This is an optimization exercise on Yosys and OpenROAD, whose aim is small area and a short achievable clock period, not a production implementation.
RTL that was checked went through simulation tests only; none was proved equivalent to the original.
Power and IR drop assume default switching activity.

==> inputs of build 22 <==
## vector_alu
module vector_alu (
	input  logic         clk,
	input  logic         reset,
	input  logic [191:0] pixels,	 
	input  logic [7:0]   scalar,
	input  logic [2:0]   channel,
	input  logic [1:0]   op,
	output logic [191:0] result,
	output logic [7:0]   carry_out
);
==> flow/config.mk <==
export PLATFORM = sky130hd
export DESIGN_NAME = vector_alu
export DESIGN_NICKNAME = vector_alu
export VERILOG_FILES = /design/flow/design.v
export SDC_FILE = /design/flow/constraint.sdc
export NUM_CORES = 4
export LEC_CHECK = 0
export CAP_MARGIN = 20
export CORE_MARGIN = 2
export CORE_UTILIZATION = 40
export SETUP_SLACK_MARGIN = 2.8
export SLEW_MARGIN = 20
==> flow/constraint.sdc <==
create_clock -name core_clock -period 7.0 [get_ports {clk}]
set_input_delay 1.4000 -clock core_clock [delete_from_list [all_inputs] [get_ports {clk}]]
set_output_delay 1.4000 -clock core_clock [all_outputs]
set_load 0.01 [all_outputs]
standard.sh (not shown) runs the stock make flow with config.mk's settings and CLKGATE_MAP_FILE= SYNTH_SCRIPT=/design/flow/synth_recipe.tcl, a recipe that flattens the netlist after the stock synthesis.
==> flow/flow/run.sh <==
#!/bin/bash
# The standard layout, with two changes: the port buffers are the smallest buffer
# (sky130_fd_sc_hd__buf_1) instead of the flow's default pick, and synthesis leaves the
# arithmetic to ABC instead of mapping it onto full- and half-adder cells.
set -euo pipefail
export BUFFER_PORTS_ARGS="-buffer_cell sky130_fd_sc_hd__buf_1"
export ADDER_MAP_FILE=
bash standard.sh > standard.log 2>&1
==> inputs of build 21, as changes to build 22 <==
--- a/flow/design.v
+++ b/flow/design.v
@@ -268,84 +268,32 @@
 			default: k = 9'd256;
 		endcase
 		mul_limit = k;
 	endfunction
 endpackage
 module pixel_lane (
 	input  logic [23:0] pixel,
-	input  logic [2:0]  channel,	 
+	input  logic [2:0]  sel,	 
 	input  logic [2:0]  keep,	 
 	input  logic [2:0]  put,	 
-	input  logic [7:0]  mul_m,	 
-	input  logic [7:0]  mul_m3,	 
-	input  logic [7:0]  base0,	 
-	input  logic [7:0]  base1,
-	input  logic [7:0]  base2,
-	input  logic [7:0]  base3,
+	input  logic [7:0]  mul_m,
+	input  logic [7:0]  add_a,
 	input  logic [8:0]  limit,
 	input  logic        carry_inv,
 	output logic [23:0] lane_pixel,
 	output logic        lane_carry
 );
 	logic [7:0] c;
-	logic [7:0] m2;
-	logic [3:0] d1, d2, d3;	 
-	logic [7:0] pp0;
-	logic [5:0] pp1;
-	logic [3:0] pp2;
-	logic [1:0] pp3;
-	logic [7:0] row0, row1, v;
-	logic hs0;
-	logic hc0;
-	logic xs1;
-	logic hs2;
-	logic hc2;
-	logic fs3;
-	logic fc3;
-	logic fs4;
-	logic fc4;
-	logic xs5;
-	assign c = ({8{channel[2]}} & pixel[23:16]) | ({8{channel[1]}} & pixel[15:8]) | ({8{channel[0]}} & pixel[7:0]);
-	assign m2 = {mul_m[6:0], 1'b0};
-	genvar j;
-	generate
-		for (j = 0; j < 4; j++) begin : g_digit
-			assign d1[j] = ~c[2*j+1] &  c[2*j];
-			assign d2[j] =  c[2*j+1] & ~c[2*j];
-			assign d3[j] =  c[2*j+1] &  c[2*j];
-		end
-	endgenerate
-	assign pp0 = c[1] ? (c[0] ? base3 : base2) : (c[0] ? base1 : base0);
-	assign pp1 = ({6{d1[1]}} & mul_m[5:0]) | ({6{d2[1]}} & m2[5:0]) | ({6{d3[1]}} & mul_m3[5:0]);
-	assign pp2 = ({4{d1[2]}} & mul_m[3:0]) | ({4{d2[2]}} & m2[3:0]) | ({4{d3[2]}} & mul_m3[3:0]);
-	assign pp3 = ({2{d1[3]}} & mul_m[1:0]) | ({2{d2[3]}} & m2[1:0]) | ({2{d3[3]}} & mul_m3[1:0]);
-	assign hs0 = pp0[6] ^ pp1[4];
-	assign hc0 = pp0[6] & pp1[4];
-	assign xs1 = pp0[7] ^ pp1[5] ^ pp2[3];
-	assign hs2 = pp0[4] ^ pp1[2];
-	assign hc2 = pp0[4] & pp1[2];
-	assign fs3 = pp0[5] ^ pp1[3] ^ pp2[1];
-	assign fc3 = (pp0[5] & pp1[3]) | (pp0[5] & pp2[1]) | (pp1[3] & pp2[1]);
-	assign fs4 = hs0 ^ pp2[2] ^ pp3[0];
-	assign fc4 = (hs0 & pp2[2]) | (hs0 & pp3[0]) | (pp2[2] & pp3[0]);
-	assign xs5 = xs1 ^ pp3[1] ^ hc0;
-	assign row0 = {xs5, fs4, fs3, hs2, pp0[3], pp0[2], pp0[1], pp0[0]};
-	assign row1 = {fc4, fc3, hc2, pp2[0], pp1[1], pp1[0], 1'b0, 1'b0};
-	assign v = row0 + row1;
+	logic [7:0] v;
+	assign c = ({8{sel[2]}} & pixel[23:16]) | ({8{sel[1]}} & pixel[15:8]) | ({8{sel[0]}} & pixel[7:0]);
+	assign v = c * mul_m + add_a;
 	assign lane_pixel[23:16] = ({8{keep[2]}} & pixel[23:16]) | ({8{put[2]}} & v);
 	assign lane_pixel[15:8]  = ({8{keep[1]}} & pixel[15:8])  | ({8{put[1]}} & v);
 	assign lane_pixel[7:0]   = ({8{keep[0]}} & pixel[7:0])   | ({8{put[0]}} & v);
-	logic [8:0] ge;
-	assign ge[0] = 1'b1;
-	generate
-		for (j = 0; j < 8; j++) begin : g_cmp
-			assign ge[j+1] = (c[j] & ~limit[j]) | ((c[j] | ~limit[j]) & ge[j]);
-		end
-	endgenerate
-	assign lane_carry = (ge[8] & ~limit[8]) ^ carry_inv;
+	assign lane_carry = ({1'b0, c} >= limit) ^ carry_inv;
 endmodule
 module vector_alu (
 	input  logic         clk,
 	input  logic         reset,
 	input  logic [191:0] pixels,	 
 	input  logic [7:0]   scalar,
 	input  logic [2:0]   channel,
@@ -355,97 +303,61 @@
 );
 	logic [191:0] next_result;
 	logic [7:0]   next_carry;
 	logic [2:0] sel;
 	logic [2:0] keep;
 	logic [2:0] put;
 	logic [7:0] mul_m;
-	logic [7:0] mul_m3;
-	logic [7:0] s_neg;
-	logic [7:0] s_x3;
-	logic [7:0] base0, base1, base2, base3;
+	logic [7:0] add_a;
 	logic [8:0] limit;
 	logic       carry_inv;
 	logic       active;
 	assign sel[2] = (channel == pixel_alu_pkg::chan_red);
 	assign sel[1] = (channel == pixel_alu_pkg::chan_green);
 	assign sel[0] = (channel == pixel_alu_pkg::chan_blue);
 	assign put  = reset ? 3'b000 : sel;
 	assign keep = reset ? 3'b000 : ~sel;
 	assign active = (sel != 3'b000) && (op != pixel_alu_pkg::op_hold) && !reset;
 	always_comb begin
 		mul_m     = 8'd1;
-		mul_m3    = 8'd3;
+		add_a     = 8'd0;
 		limit     = 9'd256;
 		carry_inv = 1'b0;
 		case (op)
 			pixel_alu_pkg::op_add: begin
+				add_a = scalar;
 				limit = 9'd256 - {1'b0, scalar};
 			end
 			pixel_alu_pkg::op_sub: begin
+				add_a     = 8'd0 - scalar;
 				limit     = {1'b0, scalar};
 				carry_inv = 1'b1;	 
 			end
 			pixel_alu_pkg::op_mul: begin
-				mul_m  = scalar;
-				mul_m3 = s_x3;
+				mul_m = scalar;
 				limit = pixel_alu_pkg::mul_limit(scalar);
 			end
 			default: begin
 			end
 		endcase
 		if (!active) begin
 			limit     = 9'd256;
 			carry_inv = 1'b0;
 		end
 	end
-	assign s_neg = 8'd0 - scalar;
-	assign s_x3  = scalar + {scalar[6:0], 1'b0};
-	always_comb begin
-		case (op)
-			pixel_alu_pkg::op_add: begin
-				base0 = scalar;
-				base1 = scalar + 8'd1;
-				base2 = scalar + 8'd2;
-				base3 = scalar + 8'd3;
-			end
-			pixel_alu_pkg::op_sub: begin
-				base0 = s_neg;
-				base1 = 8'd1 - scalar;
-				base2 = 8'd2 - scalar;
-				base3 = 8'd3 - scalar;
-			end
-			pixel_alu_pkg::op_mul: begin
-				base0 = 8'd0;
-				base1 = scalar;
-				base2 = {scalar[6:0], 1'b0};
-				base3 = s_x3;
-			end
-			default: begin
-				base0 = 8'd0;
-				base1 = 8'd1;
-				base2 = 8'd2;
-				base3 = 8'd3;
-			end
-		endcase
-	end
 	genvar i;
 	generate
 		for (i = 0; i < 8; i++) begin : g_lane
 			pixel_lane u_lane (
 				.pixel      (pixels[24*i +: 24]),
-				.channel    (channel),
+				.sel        (sel),
 				.keep       (keep),
 				.put        (put),
 				.mul_m      (mul_m),
-				.mul_m3     (mul_m3),
-				.base0      (base0),
-				.base1      (base1),
-				.base2      (base2),
-				.base3      (base3),
+				.add_a      (add_a),
 				.limit      (limit),
 				.carry_inv  (carry_inv),
 				.lane_pixel (next_result[24*i +: 24]),
 				.lane_carry (next_carry[i])
 			);
 		end
 	endgenerate
==> flow/run.sh (new file) <==
#!/bin/bash
# synth_recipe.tcl (not shown) runs the flow's synth.tcl, then flattens the netlist and writes it again
# the make line also repeats each setting of config.mk as NAME=value (left out here)
make -C /OpenROAD-flow-scripts/flow DESIGN_CONFIG=/design/flow/config.mk WORK_HOME=/design/flow/orfs CLKGATE_MAP_FILE= SYNTH_SCRIPT=/design/flow/synth_recipe.tcl finish
SETUP_SLACK_MARGIN = not set   (was 2.8)
removed: flow/flow/run.sh
removed: flow/standard.sh
==> inputs of trial 38, as changes to build 22 <==
--- a/flow/design.v
+++ b/flow/design.v
@@ -268,97 +268,44 @@
 			default: k = 9'd256;
 		endcase
 		mul_limit = k;
 	endfunction
 endpackage
 module pixel_lane (
 	input  logic [23:0] pixel,
-	input  logic [2:0]  channel,	 
+	input  logic [7:0]  sum_row,
+	input  logic [7:2]  carry_row,
 	input  logic [2:0]  keep,	 
 	input  logic [2:0]  put,	 
-	input  logic [7:0]  mul_m,	 
-	input  logic [7:0]  mul_m3,	 
-	input  logic [7:0]  base0,	 
-	input  logic [7:0]  base1,
-	input  logic [7:0]  base2,
-	input  logic [7:0]  base3,
-	input  logic [8:0]  limit,
-	input  logic        carry_inv,
-	output logic [23:0] lane_pixel,
-	output logic        lane_carry
+	output logic [23:0] lane_pixel
 );
-	logic [7:0] c;
-	logic [7:0] m2;
-	logic [3:0] d1, d2, d3;	 
-	logic [7:0] pp0;
-	logic [5:0] pp1;
-	logic [3:0] pp2;
-	logic [1:0] pp3;
-	logic [7:0] row0, row1, v;
-	logic hs0;
-	logic hc0;
-	logic xs1;
-	logic hs2;
-	logic hc2;
-	logic fs3;
-	logic fc3;
-	logic fs4;
-	logic fc4;
-	logic xs5;
-	assign c = ({8{channel[2]}} & pixel[23:16]) | ({8{channel[1]}} & pixel[15:8]) | ({8{channel[0]}} & pixel[7:0]);
-	assign m2 = {mul_m[6:0], 1'b0};
-	genvar j;
-	generate
-		for (j = 0; j < 4; j++) begin : g_digit
-			assign d1[j] = ~c[2*j+1] &  c[2*j];
-			assign d2[j] =  c[2*j+1] & ~c[2*j];
-			assign d3[j] =  c[2*j+1] &  c[2*j];
-		end
-	endgenerate
-	assign pp0 = c[1] ? (c[0] ? base3 : base2) : (c[0] ? base1 : base0);
-	assign pp1 = ({6{d1[1]}} & mul_m[5:0]) | ({6{d2[1]}} & m2[5:0]) | ({6{d3[1]}} & mul_m3[5:0]);
-	assign pp2 = ({4{d1[2]}} & mul_m[3:0]) | ({4{d2[2]}} & m2[3:0]) | ({4{d3[2]}} & mul_m3[3:0]);
-	assign pp3 = ({2{d1[3]}} & mul_m[1:0]) | ({2{d2[3]}} & m2[1:0]) | ({2{d3[3]}} & mul_m3[1:0]);
-	assign hs0 = pp0[6] ^ pp1[4];
-	assign hc0 = pp0[6] & pp1[4];
-	assign xs1 = pp0[7] ^ pp1[5] ^ pp2[3];
-	assign hs2 = pp0[4] ^ pp1[2];
-	assign hc2 = pp0[4] & pp1[2];
-	assign fs3 = pp0[5] ^ pp1[3] ^ pp2[1];
-	assign fc3 = (pp0[5] & pp1[3]) | (pp0[5] & pp2[1]) | (pp1[3] & pp2[1]);
-	assign fs4 = hs0 ^ pp2[2] ^ pp3[0];
-	assign fc4 = (hs0 & pp2[2]) | (hs0 & pp3[0]) | (pp2[2] & pp3[0]);
-	assign xs5 = xs1 ^ pp3[1] ^ hc0;
-	assign row0 = {xs5, fs4, fs3, hs2, pp0[3], pp0[2], pp0[1], pp0[0]};
-	assign row1 = {fc4, fc3, hc2, pp2[0], pp1[1], pp1[0], 1'b0, 1'b0};
-	assign v = row0 + row1;
+	logic [7:0] v;
+	assign v = sum_row + {carry_row, 2'b00};
 	assign lane_pixel[23:16] = ({8{keep[2]}} & pixel[23:16]) | ({8{put[2]}} & v);
 	assign lane_pixel[15:8]  = ({8{keep[1]}} & pixel[15:8])  | ({8{put[1]}} & v);
 	assign lane_pixel[7:0]   = ({8{keep[0]}} & pixel[7:0])   | ({8{put[0]}} & v);
-	logic [8:0] ge;
-	assign ge[0] = 1'b1;
-	generate
-		for (j = 0; j < 8; j++) begin : g_cmp
-			assign ge[j+1] = (c[j] & ~limit[j]) | ((c[j] | ~limit[j]) & ge[j]);
-		end
-	endgenerate
-	assign lane_carry = (ge[8] & ~limit[8]) ^ carry_inv;
 endmodule
 module vector_alu (
 	input  logic         clk,
 	input  logic         reset,
 	input  logic [191:0] pixels,	 
 	input  logic [7:0]   scalar,
 	input  logic [2:0]   channel,
 	input  logic [1:0]   op,
 	output logic [191:0] result,
 	output logic [7:0]   carry_out
 );
-	logic [191:0] next_result;
 	logic [7:0]   next_carry;
+	logic [63:0]  next_sum;		 
+	logic [47:0]  next_crow;	 
+	logic [191:0] pixels_q;
+	logic [63:0]  sum_q;
+	logic [47:0]  crow_q;
+	logic [2:0]   keep_q;
+	logic [2:0]   put_q;
 	logic [2:0] sel;
 	logic [2:0] keep;
 	logic [2:0] put;
 	logic [7:0] mul_m;
 	logic [7:0] mul_m3;
 	logic [7:0] s_neg;
 	logic [7:0] s_x3;
@@ -424,33 +371,76 @@
 				base0 = 8'd0;
 				base1 = 8'd1;
 				base2 = 8'd2;
 				base3 = 8'd3;
 			end
 		endcase
 	end
-	genvar i;
+	genvar i, j;
 	generate
 		for (i = 0; i < 8; i++) begin : g_lane
+			logic [7:0] c;
+			logic [7:0] m2;
+			logic [3:0] d1, d2, d3;	 
+			logic [7:0] pp0;
+			logic [5:0] pp1;
+			logic [3:0] pp2;
+			logic [1:0] pp3;
+			logic [8:0] ge;
+			logic hs0;
+			logic hc0;
+			logic xs1;
+			logic hs2;
+			logic hc2;
+			logic fs3;
+			logic fc3;
+			logic fs4;
+			logic fc4;
+			logic xs5;
+			assign c = ({8{channel[2]}} & pixels[24*i+16 +: 8]) | ({8{channel[1]}} & pixels[24*i+8 +: 8])
+			         | ({8{channel[0]}} & pixels[24*i +: 8]);
+			assign m2 = {mul_m[6:0], 1'b0};
+			for (j = 0; j < 4; j++) begin : g_digit
+				assign d1[j] = ~c[2*j+1] &  c[2*j];
+				assign d2[j] =  c[2*j+1] & ~c[2*j];
+				assign d3[j] =  c[2*j+1] &  c[2*j];
+			end
+			assign pp0 = c[1] ? (c[0] ? base3 : base2) : (c[0] ? base1 : base0);
+			assign pp1 = ({6{d1[1]}} & mul_m[5:0]) | ({6{d2[1]}} & m2[5:0]) | ({6{d3[1]}} & mul_m3[5:0]);
+			assign pp2 = ({4{d1[2]}} & mul_m[3:0]) | ({4{d2[2]}} & m2[3:0]) | ({4{d3[2]}} & mul_m3[3:0]);
+			assign pp3 = ({2{d1[3]}} & mul_m[1:0]) | ({2{d2[3]}} & m2[1:0]) | ({2{d3[3]}} & mul_m3[1:0]);
+			assign hs0 = pp0[6] ^ pp1[4];
+			assign hc0 = pp0[6] & pp1[4];
+			assign xs1 = pp0[7] ^ pp1[5] ^ pp2[3];
+			assign hs2 = pp0[4] ^ pp1[2];
+			assign hc2 = pp0[4] & pp1[2];
+			assign fs3 = pp0[5] ^ pp1[3] ^ pp2[1];
+			assign fc3 = (pp0[5] & pp1[3]) | (pp0[5] & pp2[1]) | (pp1[3] & pp2[1]);
+			assign fs4 = hs0 ^ pp2[2] ^ pp3[0];
+			assign fc4 = (hs0 & pp2[2]) | (hs0 & pp3[0]) | (pp2[2] & pp3[0]);
+			assign xs5 = xs1 ^ pp3[1] ^ hc0;
+			assign next_sum[8*i +: 8] = {xs5, fs4, fs3, hs2, pp0[3], pp0[2], pp0[1], pp0[0]};
+			assign next_crow[6*i +: 6] = {fc4, fc3, hc2, pp2[0], pp1[1], pp1[0]};
+			assign ge[0] = 1'b1;
+			for (j = 0; j < 8; j++) begin : g_cmp
+				assign ge[j+1] = (c[j] & ~limit[j]) | ((c[j] | ~limit[j]) & ge[j]);
+			end
+			assign next_carry[i] = (ge[8] & ~limit[8]) ^ carry_inv;
 			pixel_lane u_lane (
-				.pixel      (pixels[24*i +: 24]),
-				.channel    (channel),
-				.keep       (keep),
-				.put        (put),
-				.mul_m      (mul_m),
-				.mul_m3     (mul_m3),
-				.base0      (base0),
-				.base1      (base1),
-				.base2      (base2),
-				.base3      (base3),
-				.limit      (limit),
-				.carry_inv  (carry_inv),
-				.lane_pixel (next_result[24*i +: 24]),
-				.lane_carry (next_carry[i])
+				.pixel      (pixels_q[24*i +: 24]),
+				.sum_row    (sum_q[8*i +: 8]),
+				.carry_row  (crow_q[6*i +: 6]),
+				.keep       (keep_q),
+				.put        (put_q),
+				.lane_pixel (result[24*i +: 24])
 			);
 		end
 	endgenerate
 	always_ff @(posedge clk) begin
-		result    <= next_result;
+		pixels_q  <= pixels;
+		sum_q     <= next_sum;
+		crow_q    <= next_crow;
+		keep_q    <= keep;
+		put_q     <= put;
 		carry_out <= next_carry;
 	end
 endmodule
SETUP_SLACK_MARGIN = not set   (was 2.8)
SYNTH_HIERARCHICAL = 1   (was not set)
==> comparison table <==
quantity	build 22	trial 38	build 21
Relative contribution of combinational cells to total power	51.8%	32.8%	40.5%
Worst setup startpoint	channel[2]	scalar[1]	channel[2]
P&R area growth vs syn	32.47%	16.25%	29.67%
Share of cells above drive strength 1	20.17%	10.26%	5.941%
Gr usage total	36.80%	31.21%	31.92%
Post-route minimum period	4.411 ns	4.888 ns	6.477 ns
DIE AREA	0.04506 mm²	0.05222 mm²	0.04976 mm²
Post-route insts no fill	3437	3489	3413
Multi-input combinational area share	58.56%	54.54%	54.69%
Antenna violations before repair	2	2	5
Sum of routed wire segments on met1	33580 µm	34520 µm	30800 µm
Final wirelength	87850 µm	86090 µm	79650 µm
Cell internal power dissipation	2.812 mW	3.915 mW	2.443 mW
Status	finished clean	finished clean	finished clean
Total standard cell area after synthesis	0.01735 mm²	0.02016 mm²	0.01920 mm²
Via count of the routed design	21880	22000	18760
No functional check of the RTL was part of trial 38.

-- afterwards: timing with drivers on the ports --
The flow's constraints put no driver on any port. The routed layouts listed below were extracted and timed again, unchanged, in two steps. Step 1, drivers: a clkbuf_16 drives clk and a buf_2 each remaining input, both assumed. Step 2 also shifts input and output timing later by t, the mid clock arrival at the registers, as if the neighbouring blocks saw the same clock. a / b / c = ideal / step 1 / step 2; a / b = the first two.
run | shift t [ns] | setup WS [ns] | worst setup path after step 2 | worst register clock-pin slew, ns
build 22 | 0.516 | 2.589 / 2.558 / 2.042 | input to register | 0.09 / 0.09
build 21 | 0.575 | 0.523 / 0.562 / -0.012 | input to register | 0.09 / 0.09
trial 38 | 0.607 | 2.112 / 2.142 / 1.535 | input to register | 0.07 / 0.07
With both steps, setup timing fails in build 21, where it was met with ideal ports. The setup slack of trial 38, which loses most, moves by +0.030 ns with the drivers and by -0.577 ns with both steps.
